Context: an optimization exercise on an open-source flow, tuned for small area, a short achievable clock period and few clock cycles per item. The choices shown serve that exercise and are no tape-out recipe. In this exercise RTL edits were held to simulation tests only and were not proved equivalent to the original. Power and IR drop assume default switching activity.

red:
==> flow/design.v <==
package polymul_pkg;
	localparam int GF_M = 8;                           
	localparam logic [GF_M-1:0] FIELD_POLY = 8'h1B;   
	localparam int COEFS = 5;                          
	localparam int DEPTH = 8;                          
	localparam int ADDR_W = 3;
	localparam int WORD_W = COEFS * GF_M;
	localparam int STEPS = DEPTH * DEPTH;              
	localparam int BUS_ADR_W = 5;                      
	localparam logic [1:0] REGION_A = 2'd0;
	localparam logic [1:0] REGION_B = 2'd1;
	localparam logic [1:0] REGION_C = 2'd2;
	localparam logic [1:0] REGION_CTRL = 2'd3;
	localparam int STAT_BUSY = 0;                      
	localparam int STAT_DONE = 1;
	typedef logic [GF_M-1:0] coef_t;
	typedef union packed {
		logic [WORD_W-1:0] raw;
		coef_t [COEFS-1:0] coef;
	} poly_word_u;
	typedef struct packed {
		logic cyc;
		logic stb;
		logic we;
		logic [BUS_ADR_W-1:0] adr;
		logic [WORD_W-1:0] dat;
	} wb_req_t;
	typedef struct packed {
		logic ack;
		logic [WORD_W-1:0] dat;
	} wb_rsp_t;
	typedef struct packed {
		logic en;
		logic [ADDR_W-1:0] addr;
		poly_word_u data;
	} mem_wr_t;
endpackage
module gf_kpre (
	input logic [7:0] a,
	output logic [26:0] p
);
	function automatic logic [2:0] pre2(input logic [1:0] y);
		pre2 = {y[1] ^ y[0], y[1], y[0]};
	endfunction
	function automatic logic [8:0] pre4(input logic [3:0] x);
		pre4 = {pre2(x[3:2] ^ x[1:0]), pre2(x[3:2]), pre2(x[1:0])};
	endfunction
	assign p = {pre4(a[7:4] ^ a[3:0]), pre4(a[7:4]), pre4(a[3:0])};
endmodule
module gf_kpost (
	input logic [26:0] d,
	output logic [7:0] p
);
	function automatic logic [2:0] post2(input logic [2:0] e);
		post2 = {e[1], e[0] ^ e[1] ^ e[2], e[0]};
	endfunction
	function automatic logic [6:0] post4(input logic [8:0] e);
		logic [2:0] l, h, m;
		l = post2(e[2:0]);
		h = post2(e[5:3]);
		m = post2(e[8:6]);
		post4 = {4'b0, l} ^ {2'b0, m ^ l ^ h, 2'b0} ^ {h, 4'b0};
	endfunction
	logic [6:0] l, h, m;
	logic [14:0] w;
	always_comb begin
		l = post4(d[8:0]);
		h = post4(d[17:9]);
		m = post4(d[26:18]);
		w = {8'b0, l} ^ {4'b0, m ^ l ^ h, 4'b0} ^ {h, 8'b0};
		for (int i = 14; i >= 8; i--)
			if (w[i])
				w = w ^ (15'h11B << (i - 8));
		p = w[7:0];
	end
endmodule
module gf_mac_array (
	input logic clk,
	input logic [319:0] a,
	input logic [319:0] b,
	output logic [15:0] c
);
	localparam int N = 40;
	logic [26:0] ap [N];
	logic [26:0] bp [N];
	logic [26:0] h [2][5];
	logic [26:0] h_q [2][5];
	logic [26:0] d [2];
	for (genvar i = 0; i < N; i++) begin : g_pre
		gf_kpre u_pa (.a(a[8*i +: 8]), .p(ap[i]));
		gf_kpre u_pb (.a(b[8*i +: 8]), .p(bp[i]));
	end
	logic [26:0] t [2][64];
	always_comb begin
		for (int r = 0; r < 2; r++) begin
			for (int i = 0; i < 64; i++)
				t[r][i] = (i < N) ? (ap[i] & bp[(r - i + N) % N]) : '0;
			for (int w = 32; w >= 8; w = w / 2)
				for (int k = 0; k < w; k++)
					t[r][k] = t[r][2*k] ^ t[r][2*k+1];
			for (int k = 0; k < 5; k++)
				h[r][k] = t[r][k];
		end
	end
	always_ff @(posedge clk) begin
		for (int r = 0; r < 2; r++)
			for (int k = 0; k < 5; k++)
				h_q[r][k] <= h[r][k];
	end
	always_comb begin
		d[0] = h_q[0][0] ^ h_q[0][1] ^ h_q[0][2] ^ h_q[0][3] ^ h_q[0][4];
		d[1] = h_q[1][0] ^ h_q[1][1] ^ h_q[1][2] ^ h_q[1][3] ^ h_q[1][4];
	end
	for (genvar r = 0; r < 2; r++) begin : g_post
		gf_kpost u_post (.d(d[r]), .p(c[8*r +: 8]));
	end
endmodule
module polymul_wb (
	input logic clk,
	input logic rst_b,
	input logic wb_cyc_i,
	input logic wb_stb_i,
	input logic wb_we_i,
	input logic [4:0] wb_adr_i,
	input logic [39:0] wb_dat_i,
	output logic wb_ack_o,
	output logic [39:0] wb_dat_o
);
	localparam logic [1:0] R_A = 2'd0, R_B = 2'd1, R_C = 2'd2, R_CTRL = 2'd3;
	localparam int LAST = 20;           
	logic [319:0] a_mem;
	logic [319:0] b_mem;
	logic [319:0] c_mem;
	logic [15:0] c_new;
	logic busy, done;
	logic [4:0] cnt;
	logic busy_n, done_n;
	logic req, start, hit, rot;
	logic [1:0] rg;
	logic [2:0] wd;
	logic [39:0] rdat;
	logic [1:0] t_rg;
	logic [2:0] t_wd;
	logic v;                            
	logic [1:0] p_rg;
	logic [2:0] p_wd;
	logic [4:0] m1, m0;                 
	logic [1:0] t_rg_n, p_rg_n;
	logic [2:0] t_wd_n, p_wd_n;
	logic v_n, load;
	logic [4:0] m1_n, m0_n;
	logic [39:0] p_data;
	logic [39:0] rdat_n;
	assign req = wb_cyc_i & wb_stb_i;
	assign rg = wb_adr_i[4:3];
	assign wd = wb_adr_i[2:0];
	assign hit = &((wb_adr_i & m1) | (~wb_adr_i & m0));
	assign start = req & wb_we_i & (rg == R_CTRL) & ~busy;
	assign rot = start | (busy & (cnt != 5'(LAST)));
	assign wb_ack_o = req & (wb_we_i | hit);
	assign wb_dat_o = rdat;
	always_comb begin
		busy_n = busy;
		done_n = done;
		if (!rst_b) begin
			busy_n = 1'b0;
			done_n = 1'b0;
		end else if (start) begin
			busy_n = 1'b1;
			done_n = 1'b0;
		end else if (busy && cnt == 5'(LAST)) begin
			busy_n = 1'b0;
			done_n = 1'b1;
		end
	end
	always_ff @(posedge clk) begin
		busy <= busy_n;
		done <= done_n;
		if (!rst_b || start)
			cnt <= 5'd1;
		else if (busy)
			cnt <= cnt + 1'b1;
	end
	always_ff @(posedge clk) begin
		for (int w = 0; w < 8; w++)
			if (req && wb_we_i && rg == R_A && wd == 3'(w) && !busy)
				a_mem[40*w +: 40] <= wb_dat_i;
	end
	logic b_shift;
	logic [319:0] b_rot;
	assign b_shift = busy | wb_adr_i[4];
	assign b_rot = {b_mem[15:0], b_mem[319:16]};
	always_ff @(posedge clk) begin
		for (int w = 0; w < 8; w++)
			if (rot || (req && wb_we_i && rg == R_B && wd == 3'(w) && !busy))
				b_mem[40*w +: 40] <= b_shift ? b_rot[40*w +: 40] : wb_dat_i;
	end
	gf_mac_array u_mac (
		.clk(clk),
		.a(a_mem),
		.b(b_mem),
		.c(c_new)
	);
	always_ff @(posedge clk) begin
		if (busy)
			c_mem <= {c_new, c_mem[319:16]};
	end
	always_comb begin
		t_rg_n = t_rg;
		t_wd_n = t_wd;
		v_n = v;
		p_rg_n = p_rg;
		p_wd_n = p_wd;
		load = 1'b0;
		if (!rst_b || (req && wb_we_i)) begin
			t_rg_n = R_CTRL;
			v_n = 1'b1;
			p_rg_n = R_C;
			p_wd_n = '0;
		end else if (req && !hit && v) begin
			v_n = 1'b0;
			p_rg_n = rg;
			p_wd_n = wd;
		end else if (!v || (req && hit && (t_rg != R_CTRL || rdat[1]))) begin
			load = 1'b1;
			t_rg_n = p_rg;
			t_wd_n = p_wd;
			v_n = 1'b1;
			if (p_rg == R_CTRL) begin
				p_rg_n = R_C;
				p_wd_n = '0;
			end else
				p_wd_n = p_wd + 1'b1;
		end
		case (p_rg)
			R_A: p_data = a_mem[40*p_wd +: 40];
			R_C: p_data = c_mem[40*p_wd +: 40];
			R_CTRL: p_data = {38'b0, done_n, busy_n};
			default: p_data = '0;
		endcase
		if (load)
			rdat_n = p_data;
		else if (t_rg_n == R_CTRL)
			rdat_n = {38'b0, done_n, busy_n};
		else
			rdat_n = rdat;
	end
	assign m1_n = v_n ? {t_rg_n, t_rg_n[0] ? 3'b111 : t_wd_n} : 5'b0;
	assign m0_n = v_n ? {~t_rg_n, t_rg_n[0] ? 3'b111 : ~t_wd_n} : 5'b0;
	always_ff @(posedge clk) begin
		t_rg <= t_rg_n;
		t_wd <= t_wd_n;
		v <= v_n;
		p_rg <= p_rg_n;
		p_wd <= p_wd_n;
		m1 <= m1_n;
		m0 <= m0_n;
		rdat <= rdat_n;
	end
endmodule
export LEC_CHECK = 0
export ABC_CLOCK_PERIOD_IN_PS = 3500
export CAP_MARGIN = 30
export CORE_MARGIN = 2
export CORE_UTILIZATION = 25
export CTS_BUF_LIST = sky130_fd_sc_hd__clkbuf_16
export CTS_CLUSTER_DIAMETER = 100
export CTS_CLUSTER_SIZE = 20
export GPL_ROUTABILITY_DRIVEN = 0
export PLACE_DENSITY = 0.58
export SETUP_SLACK_MARGIN = 3.4
export SLEW_MARGIN = 30
create_clock -name core_clock -period 7.0 [get_ports {clk}]
standard.sh (not shown) runs the stock make flow with config.mk's settings and CLKGATE_MAP_FILE= SYNTH_SCRIPT=/design/flow/synth_recipe.tcl, a recipe that flattens the netlist after the stock synthesis.
==> flow/flow/run.sh <==
#!/bin/bash
# The standard layout, except that the port buffers are buf_4 cells
# rather than the delay-buffer cells buffer_ports picks by default.
set -euo pipefail
export BUFFER_PORTS_ARGS="-buffer_cell sky130_fd_sc_hd__buf_4"
bash standard.sh > layout.log 2>&1
Testbench counts of red, summed over its fixed seeds: cycles 2,208, runs 48.
Changes in blue relative to red:
# red
export LEC_CHECK = 0
export ABC_CLOCK_PERIOD_IN_PS = 3500
export CAP_MARGIN = 30
export CORE_MARGIN = 2
export CORE_UTILIZATION = 25
export CTS_BUF_LIST = sky130_fd_sc_hd__clkbuf_16
export CTS_CLUSTER_DIAMETER = 100
export CTS_CLUSTER_SIZE = 20
export GPL_ROUTABILITY_DRIVEN = 0
export PLACE_DENSITY = 0.58
export SETUP_SLACK_MARGIN = 3.4
export SLEW_MARGIN = 30
create_clock -name core_clock -period 7.0 [get_ports {clk}]
# blue
export LEC_CHECK = 0
export ABC_CLOCK_PERIOD_IN_PS = 3500
export CAP_MARGIN = 30
export CORE_MARGIN = 2
export CORE_UTILIZATION = 25
export CTS_BUF_LIST = sky130_fd_sc_hd__clkbuf_8
export PLACE_DENSITY = 0.55
export SETUP_SLACK_MARGIN = 3.4
export SLEW_MARGIN = 30
create_clock -name core_clock -period 7.0 [get_ports {clk}]
Notes after the runs:
Between blue and red, the met1 usage in global routing is lower for red.
When blue is measured against red, its worst ir drop on vdd turns out 120% higher.
The final layout from blue, which completed every stage, passed the timing, design-rule and antenna checks at the end of the flow.
Lower part of the cycle the worst path needs was reported by red, not blue.
Relative to red, the total detailed-routing wirelength measured on blue has increased by more than 10%.
Relative area change from synthesis to final layout was lower in the run labelled red.
blue gives more met2 capacity usage during global routing than red did.
Sort blue and red by clock skew, descending, and blue comes first.
Here is what was changed in the inputs of green compared with blue.
# blue
export LEC_CHECK = 0
export ABC_CLOCK_PERIOD_IN_PS = 3500
export CAP_MARGIN = 30
export CORE_MARGIN = 2
export CORE_UTILIZATION = 25
export CTS_BUF_LIST = sky130_fd_sc_hd__clkbuf_8
export PLACE_DENSITY = 0.55
export SETUP_SLACK_MARGIN = 3.4
export SLEW_MARGIN = 30
create_clock -name core_clock -period 7.0 [get_ports {clk}]
# green
export LEC_CHECK = 0
export ABC_CLOCK_PERIOD_IN_PS = 3500
export CAP_MARGIN = 30
export CORE_MARGIN = 2
export CORE_UTILIZATION = 25
export CTS_BUF_LIST = sky130_fd_sc_hd__clkbuf_16
export CTS_CLUSTER_DIAMETER = 90
export CTS_CLUSTER_SIZE = 16
export GPL_ROUTABILITY_DRIVEN = 0
export PLACE_DENSITY = 0.6
export SETUP_SLACK_MARGIN = 3.4
export SLEW_MARGIN = 30
create_clock -name core_clock -period 7.0 [get_ports {clk}]
Notes after the runs:
Count of clock-buffer cells in the layout in green is 59% lower than in blue
Diff blue -> green: portion of total power attributed to combinational logic saw an increase; cell count along the critical path saw an increase.
green ended with less number of non-clock buffers than blue.
Looking at net load switching power across green and blue, the one that comes out lower is green.
Sort green and blue by switching power share of the total, ascending, and green comes first.
Worst setup slack after layout ends up higher on blue.
Compared with blue, green shows a higher measured slew at the worst slew-check pin.
Maximum frequency from static timing analysis is higher on blue
### green -> orange
# green
export LEC_CHECK = 0
export ABC_CLOCK_PERIOD_IN_PS = 3500
export CAP_MARGIN = 30
export CORE_MARGIN = 2
export CORE_UTILIZATION = 25
export CTS_BUF_LIST = sky130_fd_sc_hd__clkbuf_16
export CTS_CLUSTER_DIAMETER = 90
export CTS_CLUSTER_SIZE = 16
export GPL_ROUTABILITY_DRIVEN = 0
export PLACE_DENSITY = 0.6
export SETUP_SLACK_MARGIN = 3.4
export SLEW_MARGIN = 30
create_clock -name core_clock -period 7.0 [get_ports {clk}]
# orange
export LEC_CHECK = 0
export ABC_CLOCK_PERIOD_IN_PS = 3500
export CAP_MARGIN = 30
export CORE_MARGIN = 2
export CORE_UTILIZATION = 25
export PLACE_DENSITY = 0.55
export SETUP_SLACK_MARGIN = 3.4
export SLEW_MARGIN = 30
create_clock -name core_clock -period 7.0 [get_ports {clk}]
In the metrics for orange and green, the one carrying the lower post-CTS resize count is orange. Looking at fmax across both flows, orange is the stronger of the two, with green trailing. orange: total power about 14% above green.
[inputs] purple vs orange
# orange
export LEC_CHECK = 0
export ABC_CLOCK_PERIOD_IN_PS = 3500
export CAP_MARGIN = 30
export CORE_MARGIN = 2
export CORE_UTILIZATION = 25
export PLACE_DENSITY = 0.55
export SETUP_SLACK_MARGIN = 3.4
export SLEW_MARGIN = 30
create_clock -name core_clock -period 7.0 [get_ports {clk}]
# purple
export LEC_CHECK = 0
export ABC_CLOCK_PERIOD_IN_PS = 3500
export CAP_MARGIN = 30
export CORE_MARGIN = 2
export CORE_UTILIZATION = 25
export CTS_BUF_LIST = sky130_fd_sc_hd__clkbuf_16
export CTS_CLUSTER_DIAMETER = 90
export CTS_CLUSTER_SIZE = 16
export GPL_ROUTABILITY_DRIVEN = 0
export PLACE_DENSITY = 0.55
export SETUP_SLACK_MARGIN = 3.4
export SLEW_MARGIN = 30
create_clock -name core_clock -period 7.0 [get_ports {clk}]
[summary]
- Sort purple and orange by combined global-route utilization of all metal layers asc -> top: purple
- Looking at clock share of power across purple and orange, the one that comes out lower is purple.
- Against orange, purple reports a depth of the worst register-to-register path that is higher.
- Post-synthesis share of cell area spent on xor and xnor gates came out exactly the same in purple and orange.

-- re-timing with driven ports --
How much do the figures lean on ideal ports? The routed layouts below were timed once more, with nothing changed but the port constraints.
Step 1 assumes that a clkbuf_16 drives the clock port and a buf_2 every other input.
Step 2 times the ports against the registers' clock, not the clock port: input delays grow and output delays shrink by t, the midpoint of the rising clock arrivals with the driver on.
a / b / c = no drivers / after step 1 / after step 2; a / b = the first two.
run	shift t [ns]	setup slack, ns	worst data-port slew with drivers (ns)	pins driven straight from the clock port
red	0.871	3.218 / 3.169 / 2.714	0.21	1
blue	1.146	3.179 / 3.103 / 2.538	0.14	1
green	0.893	3.109 / 3.058 / 2.491	0.17	1
orange	0.940	3.165 / 3.090 / 2.628	0.14	1
purple	0.913	3.239 / 3.192 / 2.657	0.19	1
After both steps every run listed still meets setup and hold. For blue, which loses most, drivers alone change the setup slack by -0.076 ns; drivers and shift together by -0.641 ns.
